What follows belongs to an exercise in optimizing a design on an open flow for small area and a short achievable clock period; a production flow would make more cautious choices. At most, simulation tests tie the RTL to the original design; equivalence was not proved. Power and IR drop assume default switching activity.

==> flow/design.v <==
`default_nettype none
package flash_pkg;
  localparam logic [7:0] FLASH_OP_READ = 8'h03;
  typedef struct packed {
    logic [7:0]  opcode;
    logic [23:0] addr;       
  } flash_cmd_fields_t;
  typedef union packed {
    flash_cmd_fields_t f;
    logic [3:0][7:0]   bytes;
  } flash_cmd_u;
  typedef enum logic [2:0] {
    CMD,
    ADDR_HI,
    ADDR_MID,
    ADDR_LO,
    DUMMY,
    DATA_HI,
    DATA_LO
  } reader_phase_e;
endpackage
`default_nettype wire
`default_nettype none
package imem_pkg;
  localparam int INSTR_W = 16;
  typedef logic [INSTR_W-1:0] instr_t;
  typedef logic [6-1:0] iaddr_t;
endpackage
`default_nettype wire
`default_nettype none
`timescale 1ns/1ps
module spi_flash_reader (
  input  logic       clk,
  input  logic       rst_n,
  input  logic       clken,
  output logic       ins,        
  output logic [3:0] bit_j,      
  output logic       ready,
  output logic       spi_cs,
  output logic       spi_sclk,
  output logic       spi_mosi,
  input  logic       spi_miso
);
  localparam logic [10:0] HDR_START = 11'd2008;
  localparam logic [10:0] LAST_BIT  = 11'd1023;
  localparam logic [5:0]  WAIT0     = 6'd47;
  logic [10:0] q;
  logic        got;        
  logic        last;       
  logic [5:0]  wait_n;     
  logic        fall;
  logic        done;
  logic        data_fall;
  logic        active;
  logic        mosi_next;
  logic        got_n;
  logic [10:0] q_n;
  logic [5:0]  wait_nn;
  assign bit_j  = q[3:0];
  assign active = !ready && !spi_cs;
  assign done      = clken && active && last && (got || ins);
  assign fall      = clken && active && spi_sclk && (q[10] || ((got || ins) && !last));
  assign data_fall = fall && !q[10];
  assign mosi_next = (q == HDR_START + 11'd5) || (q == HDR_START + 11'd6) ||
                     (q == HDR_START + 11'd10);
  assign q_n     = fall ? q + 11'd1 : q;
  assign got_n   = !fall && (got || ins);
  assign wait_nn = !data_fall ? wait_n + 6'd1 :
                   ((q[4:0] == 5'h1f) ? wait_n - 6'd2 : wait_n - 6'd1);
  always_ff @(posedge clk) begin
    if (!rst_n) begin
      q        <= HDR_START;
      got      <= 1'b0;
      last     <= 1'b0;
      wait_n   <= WAIT0;
      ins      <= 1'b0;
      ready    <= 1'b0;
      spi_cs   <= 1'b1;
      spi_sclk <= 1'b1;
      spi_mosi <= 1'b0;
    end else begin
      q      <= q_n;
      got    <= got_n;
      wait_n <= wait_nn;
      if (fall) begin
        last <= (q == LAST_BIT - 11'd1);
      end
      ins <= !done && (active || (clken && spi_cs && !ready)) && !q_n[10] && !got_n &&
             (wait_nn == 6'd0);
      if (done) begin
        ready    <= 1'b1;
        spi_cs   <= 1'b1;
        spi_sclk <= 1'b1;
      end else if (clken && !ready) begin
        if (spi_cs) begin
          spi_cs   <= 1'b0;            
          spi_sclk <= 1'b0;
          spi_mosi <= 1'b0;
        end else if (!spi_sclk) begin
          spi_sclk <= 1'b1;
        end else if (fall) begin
          spi_sclk <= 1'b0;
          spi_mosi <= mosi_next;
        end
      end
    end
  end
endmodule
`default_nettype wire
`default_nettype none
`timescale 1ns/1ps
module imem_bank #(
  parameter int INS = 0
) (
  input  logic                    clk,
  input  logic                    ins,      
  input  logic                    din,
  input  logic [7:0]              sel_lo,   
  input  logic [7:0]              sel_hi,   
  input  logic                    hold,     
  output logic                    fbit      
);
  logic [64-1:0] ring;
  logic [7:0]                   grp;
  logic                         fbit_d;
  always_ff @(posedge clk) begin
    ring <= {ring[64-2:0], ring[64-1]};
    if (ins) begin
      ring[INS] <= din;
    end
  end
  for (genvar g = 0; g < 8; g++) begin : g_grp
    imem_andor8 u_grp (
      .sel (sel_lo),
      .d   (ring[8*g +: 8]),
      .y   (grp[g])
    );
  end
  imem_andor u_out (
    .sel (sel_hi),
    .d   (grp),
    .keep(hold),
    .q   (fbit),
    .y   (fbit_d)
  );
  always_ff @(posedge clk) begin
    fbit <= fbit_d;
  end
endmodule
module imem_andor8 (
  input  logic [7:0] sel,
  input  logic [7:0] d,
  output logic       y
);
  assign y = |(sel & d);
endmodule
module imem_andor (
  input  logic [7:0] sel,
  input  logic [7:0] d,
  input  logic       keep,
  input  logic       q,
  output logic       y
);
  assign y = |(sel & d) | (keep & q);
endmodule
`default_nettype wire
`default_nettype none
`timescale 1ns/1ps
module boot_rom (
  input  logic             clk,
  input  logic             rst_n,
  input  logic             clken,
  input  imem_pkg::iaddr_t fetch_addr,
  output imem_pkg::instr_t instruction,
  output logic             ready,
  input  logic             spi_miso,
  output logic             spi_cs,
  output logic             spi_sclk,
  output logic             spi_mosi
);
  localparam logic [5:0] PHASE0 = 6'd46;
  imem_pkg::iaddr_t phase, phase_n;
  logic [3:0]       dlo, dhi;
  logic [2:0]       a_lo, a_hi;
  logic [7:0]       sel_lo, sel_hi, hi0, late;
  logic             take;
  logic             hold;
  logic             ins;
  logic [3:0]       bit_j;
  assign a_lo = fetch_addr[3:1];
  assign a_hi = {fetch_addr[0], fetch_addr[5:4]};
  assign phase_n = !rst_n ? PHASE0 : phase + 6'd1;
  function automatic logic [3:0] diff_bits(input logic [2:0] p);
    diff_bits = {p[2] ^ (p[1:0] != 2'd3), p[2] ^ !p[1], p[2] ^ (p[1:0] == 2'd0), p[1] ^ !p[0]};
  endfunction
  always_ff @(posedge clk) begin
    phase <= phase_n;
    dlo   <= diff_bits(phase_n[2:0]);
    dhi   <= diff_bits(phase_n[5:3]);
    for (int x = 1; x < 8; x++) begin
      late[x] <= (3'(x) > phase_n[2:0]);    
    end
  end
  assign late[0] = 1'b0;
  imem_addr_dec u_dec (
    .a_lo  (a_lo),
    .a_hi  (a_hi),
    .phase (phase),
    .dlo   (dlo),
    .dhi   (dhi),
    .late  (late),
    .take  (take),
    .sel_lo(sel_lo),
    .sel_hi(sel_hi)
  );
  assign take = rst_n && clken && ready;
  assign hold = rst_n && !(clken && ready);
  spi_flash_reader u_reader (
    .clk     (clk),
    .rst_n   (rst_n),
    .clken   (clken),
    .ins     (ins),
    .bit_j   (bit_j),
    .ready   (ready),
    .spi_cs  (spi_cs),
    .spi_sclk(spi_sclk),
    .spi_mosi(spi_mosi),
    .spi_miso(spi_miso)
  );
  for (genvar b = 0; b < imem_pkg::INSTR_W; b++) begin : g_lane
    imem_bank #(.INS(2 * (imem_pkg::INSTR_W - 1 - b))) u_lane (
      .clk (clk),
      .ins (ins && (bit_j == 4'(imem_pkg::INSTR_W - 1 - b))),
      .din (spi_miso),
      .sel_lo(sel_lo),
      .sel_hi(sel_hi),
      .hold  (hold),
      .fbit  (instruction[b])
    );
  end
endmodule
module imem_addr_dec (
  input  logic [2:0] a_lo,
  input  logic [2:0] a_hi,
  input  logic [5:0] phase,
  input  logic [3:0] dlo,
  input  logic [3:0] dhi,
  input  logic [7:0] late,     
  input  logic       take,
  output logic [7:0] sel_lo,
  output logic [7:0] sel_hi
);
  logic [7:0] hi0, a_lo_hot;
  logic       borrow;
  function automatic logic [2:0] minus(input logic [2:0] p, input logic [3:0] d, input int x);
    logic b2;
    case (x % 4)
      0: b2 = p[2];
      1: b2 = d[1];
      2: b2 = d[2];
      default: b2 = d[3];
    endcase
    minus = {b2 ^ 1'((x / 4) % 2), ((x % 2) ? d[0] : p[1]) ^ 1'((x / 2) % 2), p[0] ^ 1'(x % 2)};
  endfunction
  always_comb begin
    for (int x = 0; x < 8; x++) begin
      sel_lo[x]   = (a_lo == minus(phase[2:0], dlo, x));    
      hi0[x]      = (a_hi == minus(phase[5:3], dhi, x));    
      a_lo_hot[x] = (a_lo == 3'(x));
    end
  end
  imem_andor8 u_borrow (
    .sel(a_lo_hot),
    .d  (late),
    .y  (borrow)
  );
  imem_hsel u_hsel (
    .hi0   (hi0),
    .borrow(borrow),
    .take  (take),
    .sel_hi(sel_hi)
  );
endmodule
module imem_hsel (
  input  logic [7:0] hi0,
  input  logic       borrow,
  input  logic       take,
  output logic [7:0] sel_hi
);
  logic take0, take1;
  assign take0 = take && !borrow;
  assign take1 = take && borrow;
  always_comb begin
    for (int g = 0; g < 8; g++) begin
      sel_hi[g] = (take0 && hi0[g]) || (take1 && hi0[(g + 1) % 8]);
    end
  end
endmodule
`default_nettype wire
clock: 4.0 ns
lec_check: 0
cap_margin: 20
core_margin: 2
core_utilization: 65
cts_cluster_diameter: 100
cts_cluster_size: 30
place_density: 0.75
setup_slack_margin: 2.0
slew_margin: 20
synth_hierarchical: 1
tns_end_percent: 10
run.sh (not shown) runs the stock make flow with config.mk's settings and CLKGATE_MAP_FILE= SYNTH_SCRIPT=/design/flow/synth_recipe.tcl, a recipe that flattens the netlist after the stock synthesis.
Testbench counts at the start, summed over its fixed seeds: boot cycles 51,816.
==> next run, changes <==
--- a/flow/design.v
+++ b/flow/design.v
@@ -182,7 +182,10 @@
   imem_pkg::iaddr_t phase, phase_n;
   logic [3:0]       dlo, dhi;
   logic [2:0]       a_lo, a_hi;
-  logic [7:0]       sel_lo, sel_hi, hi0, late;
+  localparam int LO_LANES = 4;
+  logic [imem_pkg::INSTR_W/LO_LANES-1:0][7:0] sel_lo;
+  logic [7:0][2:0]  lo_match;
+  logic [7:0]       sel_hi, late;
   logic             take;
   logic             hold;
   logic             ins;
@@ -210,9 +213,15 @@
     .dhi   (dhi),
     .late  (late),
     .take  (take),
-    .sel_lo(sel_lo),
+    .lo_match(lo_match),
     .sel_hi(sel_hi)
   );
+  for (genvar k = 0; k < imem_pkg::INSTR_W / LO_LANES; k++) begin : g_lo_sel
+    imem_lo_sel u_lo_sel (
+      .lo_match(lo_match),
+      .sel_lo  (sel_lo[k])
+    );
+  end
   assign take = rst_n && clken && ready;
   assign hold = rst_n && !(clken && ready);
   spi_flash_reader u_reader (
@@ -232,7 +241,7 @@
       .clk (clk),
       .ins (ins && (bit_j == 4'(imem_pkg::INSTR_W - 1 - b))),
       .din (spi_miso),
-      .sel_lo(sel_lo),
+      .sel_lo(sel_lo[b / LO_LANES]),
       .sel_hi(sel_hi),
       .hold  (hold),
       .fbit  (instruction[b])
@@ -247,7 +256,7 @@
   input  logic [3:0] dhi,
   input  logic [7:0] late,     
   input  logic       take,
-  output logic [7:0] sel_lo,
+  output logic [7:0][2:0] lo_match,   
   output logic [7:0] sel_hi
 );
   logic [7:0] hi0, a_lo_hot;
@@ -264,7 +273,7 @@
   endfunction
   always_comb begin
     for (int x = 0; x < 8; x++) begin
-      sel_lo[x]   = (a_lo == minus(phase[2:0], dlo, x));    
+      lo_match[x] = ~(a_lo ^ minus(phase[2:0], dlo, x));     
       hi0[x]      = (a_hi == minus(phase[5:3], dhi, x));    
       a_lo_hot[x] = (a_lo == 3'(x));
     end
@@ -281,6 +290,16 @@
     .sel_hi(sel_hi)
   );
 endmodule
+module imem_lo_sel (
+  input  logic [7:0][2:0] lo_match,
+  output logic [7:0]      sel_lo
+);
+  always_comb begin
+    for (int x = 0; x < 8; x++) begin
+      sel_lo[x] = &lo_match[x];
+    end
+  end
+endmodule
 module imem_hsel (
   input  logic [7:0] hi0,
   input  logic       borrow,
After rerunning: The changed run completed with no timing, DRC or antenna violations; total power is higher by 1.6%; routed wire length is higher by 10%; via count is higher by 7.4%; sequential share of layout area is lower by 1.3 points; utilization is higher by 0.35 points; sequential cell count stays the same.
Only the layout flow was run in the second run of this note; the RTL was not checked for function there.

-- afterwards: timing with drivers on the ports --
The results above use ideal ports. As a check the final layouts listed here were re-extracted and re-timed, cells and wires unchanged.
Step 1 sets driving cells, clkbuf_16 on the clock port and buf_2 on the other inputs (assumed; they add their load-dependent delay and slew).
Step 2, shift: input delay + t, output delay - t, t = (earliest + latest rising clock arrival at the registers) / 2. This alone moves slack from input paths to output paths.
Three values: no drivers, after step 1, after step 2; two values: the first two.
run	t, ns	setup WS [ns]	clock arrival spread, ns	slew at the worst register clock pin (ns)
the first run	0.657	1.805 / 1.805 / 1.191	0.045 / 0.045	0.11 / 0.11
the second run	0.667	1.523 / 1.489 / 0.821	0.035 / 0.035	0.11 / 0.11
After both steps every run listed still meets setup and hold. For the second run, which loses most, drivers alone change the setup slack by -0.034 ns; drivers and shift together by -0.702 ns.
